This is an optimization exercise on Yosys and OpenROAD, whose aim is small area and a short achievable clock period, not a production implementation.
Function was checked by simulation only, so behaviour that the tests miss may differ from the original.
Power and IR drop assume default switching activity.

==> run a <==
Design rwm_core, start of the top module:
module rwm_core (
	input  logic                     afi_clk,
	input  logic                     afi_reset_n,
	input  rwm_isa_pkg::host_addr_t  host_addr_i,
	input  rwm_isa_pkg::host_data_t  host_wdata_i,
	input  logic                     cmd_write_i,
	input  logic                     cmd_read_i,
	input  rwm_phy_pkg::wdata_t      afi_rdata_i,
	input  logic                     afi_rdata_valid_i,
	output rwm_isa_pkg::host_data_t  host_rdata_o,
	output logic                     cmd_done_o,
	output rwm_phy_pkg::wdata_t      afi_wdata_o,
	output rwm_phy_pkg::dm_t         afi_dm_o,
	output rwm_phy_pkg::ac_bus_t     ac_bus_o,
	output rwm_phy_pkg::cs_bus_t     cs_bus_o
);
Settings: LEC_CHECK=0, CAP_MARGIN=20, CORE_MARGIN=2, CORE_UTILIZATION=60, CTS_CLUSTER_DIAMETER=150, CTS_CLUSTER_SIZE=20, SETUP_SLACK_MARGIN=2.8, SLEW_MARGIN=20, TNS_END_PERCENT=20; clock period 5.5 ns.
run.sh (not shown) runs the stock make flow with config.mk's settings and CLKGATE_MAP_FILE= SYNTH_SCRIPT=/design/flow/synth_recipe.tcl, a recipe that flattens the netlist after the stock synthesis.
==> run b (differences from run a) <==
--- a/flow/design.v
+++ b/flow/design.v
@@ -302,10 +302,14 @@
 	rwm_isa_pkg::sinst_t wr_word;
 	rwm_isa_pkg::sinst_t mem_rd;
 	rwm_isa_pkg::pc_t fa_q;
 	logic [NR-1:0] fa_ring_q;
 	logic [3:0] fa_place_q;
+	logic [4*NR-1:0] fa_sel_q;
+	rwm_isa_pkg::pc_t fa_next;
+	logic [NR-1:0] ring_next;
+	logic [3:0] place_next;
 	rwm_isa_pkg::pc_t pc_q;
 	rwm_isa_pkg::sinst_t op_q;
 	logic [3:0] ac_hi_q;
 	logic [3:0] ac_mid_q;
 	rwm_isa_pkg::sinst_t inst_lp [2];
@@ -344,19 +348,16 @@
 		assign place_bus[0][k*W +: W] = r0;
 		assign place_bus[1][k*W +: W] = r1;
 		assign place_bus[2][k*W +: W] = r2;
 		assign place_bus[3][k*W +: W] = r3;
 	end
-	rwm_isa_pkg::sinst_t place_rd [4];
 	always_comb begin
 		mem_rd = '0;
 		for (int p = 0; p < 4; p++) begin
-			place_rd[p] = '0;
 			for (int k = 0; k < NR; k++) begin
-				place_rd[p] = place_rd[p] | ({W{fa_ring_q[k]}} & place_bus[p][k*W +: W]);
+				mem_rd = mem_rd | ({W{fa_sel_q[k*4+p]}} & place_bus[p][k*W +: W]);
 			end
-			mem_rd = mem_rd | ({W{fa_place_q[p]}} & place_rd[p]);
 		end
 	end
 	assign jf = rwm_isa_pkg::si_jfield(op_q);
 	assign loop_sel = jf[1];
 	assign op_ret = running_i && op_q[rwm_isa_pkg::SI_RET];
@@ -381,10 +382,25 @@
 			jmp_ring[l] = onehot32(jmp_fa[l][6:2]);
 			jmp_place[l] = onehot4(jmp_fa[l][1:0] + phase1);
 		end
 		seq_ring = (fa_q[1:0] == 2'd3) ? {fa_ring_q[NR-2:0], fa_ring_q[NR-1]} : fa_ring_q;
 		seq_place = {fa_place_q[1:0], fa_place_q[3:2]};
+		if (run_start_i || (running_i && !op_ret)) begin
+			if (jump_taken) begin
+				fa_next = jmp_fa[loop_sel];
+				ring_next = jmp_ring[loop_sel];
+				place_next = jmp_place[loop_sel];
+			end else begin
+				fa_next = fa_q + 1'b1;
+				ring_next = seq_ring;
+				place_next = seq_place;
+			end
+		end else begin
+			fa_next = host_fa_i;
+			ring_next = host_ring;
+			place_next = host_place;
+		end
 	end
 	always_ff @(posedge afi_clk) begin
 		if (jump_taken) begin
 			op_q <= inst_lp[loop_sel];
 			ac_hi_q <= onehot4(inst_lp[loop_sel][rwm_isa_pkg::SI_AC_LSB+4 +: 2]);
@@ -392,24 +408,15 @@
 		end else begin
 			op_q <= mem_rd;
 			ac_hi_q <= onehot4(mem_rd[rwm_isa_pkg::SI_AC_LSB+4 +: 2]);
 			ac_mid_q <= onehot4(mem_rd[rwm_isa_pkg::SI_AC_LSB+2 +: 2]);
 		end
-		if (run_start_i || (running_i && !op_ret)) begin
-			if (jump_taken) begin
-				fa_q <= jmp_fa[loop_sel];
-				fa_ring_q <= jmp_ring[loop_sel];
-				fa_place_q <= jmp_place[loop_sel];
-			end else begin
-				fa_q <= fa_q + 1'b1;
-				fa_ring_q <= seq_ring;
-				fa_place_q <= seq_place;
-			end
-		end else begin
-			fa_q <= host_fa_i;
-			fa_ring_q <= host_ring;
-			fa_place_q <= host_place;
+		fa_q <= fa_next;
+		fa_ring_q <= ring_next;
+		fa_place_q <= place_next;
+		for (int k = 0; k < NR; k++) begin
+			for (int p = 0; p < 4; p++) fa_sel_q[k*4+p] <= ring_next[k] && place_next[p];
 		end
 		for (int l = 0; l < 2; l++) begin
 			if (inst_wr_i && (pa_i[rwm_isa_pkg::PC_BITS-1:0] == loop_ptr[l])) begin
 				inst_lp[l] <= wr_word;
 			end else if (lp_grab[l]) begin
TNS_END_PERCENT = not set   (was 20)
==> summary of the runs <==
Run a finished clean. Run b finished with antenna rules left. Of run a and run b, run b has the higher critical path depth (gap 1). Between run b and run a, the lower worst setup slack is in run b (gap 0.059 ns). Against run b, the global-route usage of run a is lower by 8.8 points. Between run b and run a, the lower sequential power is in run a (gap about 3%, measured against run a). Between run a and run b, the lower clock power is in run a (gap about 5%, measured against run b). Of run a and run b, run b has the higher synthesized cell count (gap about 2.7%, measured against run b).

==> inputs of run P <==
rwm_core, a different RTL version from the one above (not shown whole).
==> flow/config.mk <==
export PLATFORM = sky130hd
export DESIGN_NAME = rwm_core
export DESIGN_NICKNAME = rwm_core
export VERILOG_FILES = /design/flow/design.v
export SDC_FILE = /design/flow/constraint.sdc
export NUM_CORES = 4
export LEC_CHECK = 0
export CAP_MARGIN = 20
export CORE_MARGIN = 2
export CORE_UTILIZATION = 60
export CTS_CLUSTER_DIAMETER = 150
export CTS_CLUSTER_SIZE = 20
export SETUP_SLACK_MARGIN = 3.0
export SLEW_MARGIN = 20
==> flow/constraint.sdc <==
create_clock -name core_clock -period 5.5 [get_ports {afi_clk}]
set_input_delay 1.1000 -clock core_clock [delete_from_list [all_inputs] [get_ports {afi_clk}]]
set_output_delay 1.1000 -clock core_clock [all_outputs]
set_load 0.01 [all_outputs]
==> run K: changes against run P <==
--- a/flow/design.v
+++ b/flow/design.v
@@ -273,12 +273,12 @@
 	input  logic                    inst_keep_i,
 	input  logic [11:0]             pa_i,
 	input  logic [25:0]             pd_i,
 	input  rwm_isa_pkg::pc_t        host_fa_i,
 	output rwm_isa_pkg::sinst_t     op_o,
-	output logic [3:0]              ac_hi_o,
-	output logic [3:0]              ac_mid_o,
+	output logic [15:0]             ac_ring_o,
+	output logic [3:0]              ac_place_o,
 	output logic                    ret_seen_o,
 	output rwm_isa_pkg::pc_t        pc_next_o,
 	output logic [1:0]              phase_o
 );
 	localparam int NR = 32;
@@ -300,12 +300,12 @@
 	rwm_isa_pkg::pc_t fa_q;
 	logic [NR-1:0] fa_ring_q;
 	logic [3:0] fa_place_q;
 	rwm_isa_pkg::pc_t pc_q;
 	rwm_isa_pkg::sinst_t op_q;
-	logic [3:0] ac_hi_q;
-	logic [3:0] ac_mid_q;
+	logic [15:0] ac_ring_q;
+	logic [3:0] ac_place_q;
 	rwm_isa_pkg::sinst_t inst_lp [2];
 	logic lp_flag [2];
 	logic lp_grab [2];
 	rwm_isa_pkg::pc_t loop_ptr [2];
 	rwm_isa_pkg::loop_cnt_t loop_init [2];
@@ -314,15 +314,19 @@
 	logic op_ret;
 	logic op_jump;
 	logic loop_sel;
 	logic jump_taken;
 	logic [1:0] jf;
+	rwm_isa_pkg::pc_t run_fa;
 	rwm_isa_pkg::pc_t jmp_fa [2];
-	logic [NR-1:0] host_ring, seq_ring;
+	logic [NR-1:0] host_ring, run_ring, seq_ring;
 	logic [NR-1:0] jmp_ring [2];
-	logic [3:0] host_place, seq_place;
+	logic [3:0] host_place, run_place, seq_place;
 	logic [3:0] jmp_place [2];
+	logic [15:0] lp_ac_ring [2];
+	logic [3:0] place_of [4];
+	logic [3:0] lp_ac_place [2];
 	always_ff @(posedge afi_clk) begin
 		phase <= phase + 2'd1;
 	end
 	assign phase1 = phase + 2'd1;
 	assign wr_word = rwm_isa_pkg::si_encode(pd_i[rwm_isa_pkg::INST_WIDTH-1:0]);
@@ -370,29 +374,39 @@
 		end
 	end
 	always_comb begin
 		host_ring = onehot32(host_fa_i[6:2]);
 		host_place = onehot4(host_fa_i[1:0] + phase1);
+		run_fa = pd_i[rwm_isa_pkg::PC_BITS-1:0] + 1'b1;
+		run_ring = onehot32(run_fa[6:2]);
+		run_place = onehot4(run_fa[1:0] + phase1);
+		for (int j = 0; j < 4; j++) place_of[j] = onehot4(2'(j) + phase1);
 		for (int l = 0; l < 2; l++) begin
 			jmp_fa[l] = loop_ptr[l] + 1'b1;
 			jmp_ring[l] = onehot32(jmp_fa[l][6:2]);
 			jmp_place[l] = onehot4(jmp_fa[l][1:0] + phase1);
+			lp_ac_ring[l] = onehot16(inst_lp[l][rwm_isa_pkg::SI_AC_LSB+2 +: 4]);
+			lp_ac_place[l] = place_of[inst_lp[l][rwm_isa_pkg::SI_AC_LSB +: 2]];
 		end
 		seq_ring = (fa_q[1:0] == 2'd3) ? {fa_ring_q[NR-2:0], fa_ring_q[NR-1]} : fa_ring_q;
 		seq_place = {fa_place_q[1:0], fa_place_q[3:2]};
 	end
 	always_ff @(posedge afi_clk) begin
 		if (jump_taken) begin
 			op_q <= inst_lp[loop_sel];
-			ac_hi_q <= onehot4(inst_lp[loop_sel][rwm_isa_pkg::SI_AC_LSB+4 +: 2]);
-			ac_mid_q <= onehot4(inst_lp[loop_sel][rwm_isa_pkg::SI_AC_LSB+2 +: 2]);
+			ac_ring_q <= lp_ac_ring[loop_sel];
+			ac_place_q <= lp_ac_place[loop_sel];
 		end else begin
 			op_q <= mem_rd;
-			ac_hi_q <= onehot4(mem_rd[rwm_isa_pkg::SI_AC_LSB+4 +: 2]);
-			ac_mid_q <= onehot4(mem_rd[rwm_isa_pkg::SI_AC_LSB+2 +: 2]);
+			ac_ring_q <= onehot16(mem_rd[rwm_isa_pkg::SI_AC_LSB+2 +: 4]);
+			ac_place_q <= place_of[mem_rd[rwm_isa_pkg::SI_AC_LSB +: 2]];
 		end
-		if (run_start_i || (running_i && !op_ret)) begin
+		if (run_start_i) begin
+			fa_q <= run_fa;
+			fa_ring_q <= run_ring;
+			fa_place_q <= run_place;
+		end else if (running_i && !op_ret) begin
 			if (jump_taken) begin
 				fa_q <= jmp_fa[loop_sel];
 				fa_ring_q <= jmp_ring[loop_sel];
 				fa_place_q <= jmp_place[loop_sel];
 			end else begin
@@ -444,12 +458,12 @@
 				end
 			end
 		end
 	end
 	assign op_o = op_q;
-	assign ac_hi_o = ac_hi_q;
-	assign ac_mid_o = ac_mid_q;
+	assign ac_ring_o = ac_ring_q;
+	assign ac_place_o = ac_place_q;
 	assign ret_seen_o = op_ret;
 	assign phase_o = phase;
 endmodule
 `timescale 1ns/100ps
 module rwm_pattern_gen (
@@ -457,13 +471,12 @@
 	input  logic                    afi_reset_n,
 	input  logic                    op_valid_i,
 	input  rwm_isa_pkg::sinst_t     op_i,
 	input  logic                    ac_we_i,
 	input  logic                    ac_keep_i,
-	input  logic [3:0]              ac_hi_i,
-	input  logic [3:0]              ac_mid_i,
-	input  logic [1:0]              phase_i,
+	input  logic [15:0]             ac_ring_i,
+	input  logic [3:0]              ac_place_i,
 	input  logic [11:0]             pa_i,
 	input  logic [25:0]             pd_i,
 	input  rwm_phy_pkg::cs_mask_t   cs_mask_i,
 	output rwm_phy_pkg::wdata_t     afi_wdata_o,
 	output rwm_phy_pkg::dm_t        afi_dm_o,
@@ -491,23 +504,19 @@
 		assign place_bus[1][k*rwm_phy_pkg::AC_WORD_BITS +: rwm_phy_pkg::AC_WORD_BITS] = r1;
 		assign place_bus[2][k*rwm_phy_pkg::AC_WORD_BITS +: rwm_phy_pkg::AC_WORD_BITS] = r2;
 		assign place_bus[3][k*rwm_phy_pkg::AC_WORD_BITS +: rwm_phy_pkg::AC_WORD_BITS] = r3;
 	end
 	rwm_phy_pkg::ac_word_t place_rd [4];
-	logic [NR-1:0] ac_ring;
-	logic [1:0] ac_place;
 	always_comb begin
-		for (int k = 0; k < NR; k++) ac_ring[k] = ac_hi_i[k/4] && ac_mid_i[k%4];
-		ac_place = op_i[rwm_isa_pkg::SI_AC_LSB +: 2] + phase_i;
 		ac_word = '0;
 		for (int p = 0; p < 4; p++) begin
 			place_rd[p] = '0;
 			for (int k = 0; k < NR; k++) begin
-				place_rd[p] = place_rd[p] | ({rwm_phy_pkg::AC_WORD_BITS{ac_ring[k]}} &
+				place_rd[p] = place_rd[p] | ({rwm_phy_pkg::AC_WORD_BITS{ac_ring_i[k]}} &
 					place_bus[p][k*rwm_phy_pkg::AC_WORD_BITS +: rwm_phy_pkg::AC_WORD_BITS]);
 			end
-			ac_word = ac_word | ({rwm_phy_pkg::AC_WORD_BITS{ac_place == p}} & place_rd[p]);
+			ac_word = ac_word | ({rwm_phy_pkg::AC_WORD_BITS{ac_place_i[p]}} & place_rd[p]);
 		end
 	end
 	always_comb begin
 		for (int p = 0; p < rwm_phy_pkg::CS_BITS; p++) begin
 			for (int r = 0; r < rwm_phy_pkg::NUM_RANKS; r++) begin
@@ -637,12 +646,12 @@
 	logic inst_wr;
 	logic inst_we;
 	logic ac_we;
 	logic inst_keep;
 	logic ac_keep;
-	logic [3:0] ac_hi;
-	logic [3:0] ac_mid;
+	logic [15:0] ac_ring;
+	logic [3:0] ac_place;
 	logic [11:0] pa;
 	logic [25:0] pd;
 	rwm_phy_pkg::cs_mask_t cs_mask;
 	logic clear_err;
 	logic loopback;
@@ -673,16 +682,16 @@
 		.afi_clk(afi_clk), .afi_reset_n(afi_reset_n),
 		.running_i(running), .run_start_i(run_start),
 		.cntr_load_i(cntr_load), .jump_load_i(jump_load),
 		.inst_wr_i(inst_wr), .inst_we_i(inst_we), .inst_keep_i(inst_keep),
 		.pa_i(pa), .pd_i(pd), .host_fa_i(host_wdata_i[rwm_isa_pkg::PC_BITS-1:0]),
-		.op_o(op), .ac_hi_o(ac_hi), .ac_mid_o(ac_mid), .ret_seen_o(ret_seen), .pc_next_o(pc_next), .phase_o(phase)
+		.op_o(op), .ac_ring_o(ac_ring), .ac_place_o(ac_place), .ret_seen_o(ret_seen), .pc_next_o(pc_next), .phase_o(phase)
 	);
 	rwm_pattern_gen u_pattern_gen (
 		.afi_clk(afi_clk), .afi_reset_n(afi_reset_n),
 		.op_valid_i(running), .op_i(op),
-		.ac_we_i(ac_we), .ac_keep_i(ac_keep), .ac_hi_i(ac_hi), .ac_mid_i(ac_mid), .phase_i(phase),
+		.ac_we_i(ac_we), .ac_keep_i(ac_keep), .ac_ring_i(ac_ring), .ac_place_i(ac_place),
 		.pa_i(pa), .pd_i(pd),
 		.cs_mask_i(cs_mask), .afi_wdata_o(wdata), .afi_dm_o(afi_dm_o),
 		.ac_bus_o(ac_bus_o), .cs_bus_o(cs_bus_o), .wr_beat_o(wr_beat)
 	);
 	assign chk_rdata = loopback ? wdata : afi_rdata_i;
==> run B: changes against run P <==
--- a/flow/design.v
+++ b/flow/design.v
@@ -141,10 +141,11 @@
 	logic [3:0] code_next;
 	logic s_run, s_cntr, s_jump, s_clear, s_cs, s_inst;
 	logic st_run_next;
 	logic st_read_next;
 	logic st_done_next;
+	logic done_q;
 	logic idle_next;
 	logic busy_next;
 	logic [11:0] pa_next;
 	logic pa_hold;
 	logic wr_slot_next;
@@ -253,11 +254,14 @@
 		end else begin
 			rdata_q <= '0;
 		end
 	end
 	assign host_rdata_o = {24'd0, rdata_q};
-	assign cmd_done_o = st_done;
+	always_ff @(posedge afi_clk) begin
+		done_q <= st_done_next;
+	end
+	assign cmd_done_o = done_q;
 	assign running_o = st_run;
 	assign pa_o = pa;
 	assign pd_o = pd;
 endmodule
 `timescale 1ns/100ps
@@ -467,16 +471,18 @@
 	input  rwm_phy_pkg::cs_mask_t   cs_mask_i,
 	output rwm_phy_pkg::wdata_t     afi_wdata_o,
 	output rwm_phy_pkg::dm_t        afi_dm_o,
 	output rwm_phy_pkg::ac_bus_t    ac_bus_o,
 	output rwm_phy_pkg::cs_bus_t    cs_bus_o,
-	output logic                    wr_beat_o
+	output logic                    wr_beat_o,
+	output rwm_phy_pkg::wdata_t     lb_data_o
 );
 	localparam int NR = 16;
 	logic [NR*rwm_phy_pkg::AC_WORD_BITS-1:0] place_bus [4];
 	rwm_phy_pkg::ac_word_t ac_word;
 	rwm_phy_pkg::cs_bus_t cs_next;
+	rwm_phy_pkg::do_code_t lb_code;
 	for (genvar k = 0; k < NR; k++) begin : g_ring
 		rwm_phy_pkg::ac_word_t r0, r1, r2, r3;
 		logic wsel, keep;
 		assign wsel = ac_we_i && (pa_i[5:2] == k);
 		assign keep = ac_keep_i || (pa_i[5:2] != k);
@@ -513,19 +519,16 @@
 			for (int r = 0; r < rwm_phy_pkg::NUM_RANKS; r++) begin
 				cs_next[p*rwm_phy_pkg::NUM_RANKS + r] = ac_word[rwm_phy_pkg::AC_BUS_WIDTH + p] | cs_mask_i[r];
 			end
 		end
 	end
-	always_ff @(posedge afi_clk or negedge afi_reset_n) begin
-		if (!afi_reset_n) begin
-			cs_bus_o <= '1;
-			wr_beat_o <= 1'b0;
-		end else begin
-			cs_bus_o <= op_valid_i ? cs_next : '1;
-			wr_beat_o <= op_valid_i && op_i[rwm_isa_pkg::SI_RNW];
-		end
+	always_ff @(posedge afi_clk) begin
+		cs_bus_o <= op_valid_i ? cs_next : '1;
+		wr_beat_o <= op_valid_i && op_i[rwm_isa_pkg::SI_RNW];
+		lb_code <= (op_valid_i && op_i[rwm_isa_pkg::SI_RNW]) ? op_i[rwm_isa_pkg::SI_DO_LSB +: rwm_phy_pkg::WORDS] : '0;
 	end
+	assign lb_data_o = rwm_phy_pkg::do_pattern(lb_code);
 	always_ff @(posedge afi_clk) begin
 		if (op_valid_i) begin
 			afi_wdata_o <= rwm_phy_pkg::do_pattern(op_i[rwm_isa_pkg::SI_DO_LSB +: rwm_phy_pkg::WORDS]);
 			afi_dm_o <= rwm_isa_pkg::si_dm(op_i);
 			ac_bus_o <= ac_word[rwm_phy_pkg::AC_BUS_WIDTH-1:0];
@@ -652,10 +655,11 @@
 	rwm_phy_pkg::err_word_t err_next;
 	rwm_isa_pkg::sinst_t op;
 	logic [1:0] phase;
 	rwm_phy_pkg::wdata_t wdata;
 	logic wr_beat;
+	rwm_phy_pkg::wdata_t lb_data;
 	rwm_phy_pkg::wdata_t chk_rdata;
 	logic chk_valid;
 	rwm_host_frontend u_frontend (
 		.afi_clk(afi_clk), .afi_reset_n(afi_reset_n),
 		.host_addr_i(host_addr_i), .host_wdata_i(host_wdata_i),
@@ -681,13 +685,14 @@
 		.afi_clk(afi_clk), .afi_reset_n(afi_reset_n),
 		.op_valid_i(running), .op_i(op),
 		.ac_we_i(ac_we), .ac_keep_i(ac_keep), .ac_hi_i(ac_hi), .ac_mid_i(ac_mid), .phase_i(phase),
 		.pa_i(pa), .pd_i(pd),
 		.cs_mask_i(cs_mask), .afi_wdata_o(wdata), .afi_dm_o(afi_dm_o),
-		.ac_bus_o(ac_bus_o), .cs_bus_o(cs_bus_o), .wr_beat_o(wr_beat)
+		.ac_bus_o(ac_bus_o), .cs_bus_o(cs_bus_o), .wr_beat_o(wr_beat),
+		.lb_data_o(lb_data)
 	);
-	assign chk_rdata = loopback ? wdata : afi_rdata_i;
+	assign chk_rdata = loopback ? lb_data : afi_rdata_i;
 	assign chk_valid = loopback ? wr_beat : afi_rdata_valid_i;
 	rwm_read_checker u_read_checker (
 		.afi_clk(afi_clk), .afi_reset_n(afi_reset_n),
 		.op_valid_i(running), .op_i(op),
 		.rdata_i(chk_rdata), .rdata_valid_i(chk_valid),
--- a/flow/config.mk
+++ b/flow/config.mk
@@ -7,8 +7,8 @@
 export LEC_CHECK = 0
 export CAP_MARGIN = 20
 export CORE_MARGIN = 2
 export CORE_UTILIZATION = 60
 export CTS_CLUSTER_DIAMETER = 150
-export CTS_CLUSTER_SIZE = 20
-export SETUP_SLACK_MARGIN = 3.0
+export CTS_CLUSTER_SIZE = 24
+export SETUP_SLACK_MARGIN = 2.9
 export SLEW_MARGIN = 20
==> notes <==
- The highest first-iteration DRC count belongs to run P, the lowest to run K.
- Against run P, the count of clock-buffer cells in the layout of run K is higher by 2.
- Hold slack, highest first: run P, run B, run K.
- Die area: run P < run B < run K.
- Run K produced a clean layout. Run P ran to the end with no violations. Run B passed the timing, design-rule and antenna checks.

## re-timing with driven ports
In the flow no input, the clock included, has a driving cell. The finished layouts below were timed again as built, in two steps. Step 1 sets driving cells, clkbuf_16 on the clock port and buf_2 on the other inputs (assumed; they add their load-dependent delay and slew). Step 2 moves the port delays by t, midway between the first and last clock arrival at a register: inputs arrive t later, outputs are due t later. That takes back most of the time a late clock gives input paths. a / b / c = ideal ports / drivers / drivers and shift; a / b = the first two.
run	t, ns	setup slack, ns	worst register clock-pin slew, ns	pins driven straight from the clock port
run a of note 1	0.995	2.585 / 2.585 / 1.893	0.10 / 0.10	1
run b of note 1	1.042	2.526 / 2.526 / 1.876	0.10 / 0.10	1
run P of note 2	0.997	2.591 / 2.592 / 2.161	0.09 / 0.09	1
run K of note 2	1.011	2.433 / 2.433 / 2.196	0.10 / 0.10	1
run B of note 2	0.959	2.552 / 2.552 / 1.931	0.11 / 0.11	1
For run a of note 1, which loses most, drivers alone change the setup slack by 0.000 ns; drivers and shift together by -0.692 ns.
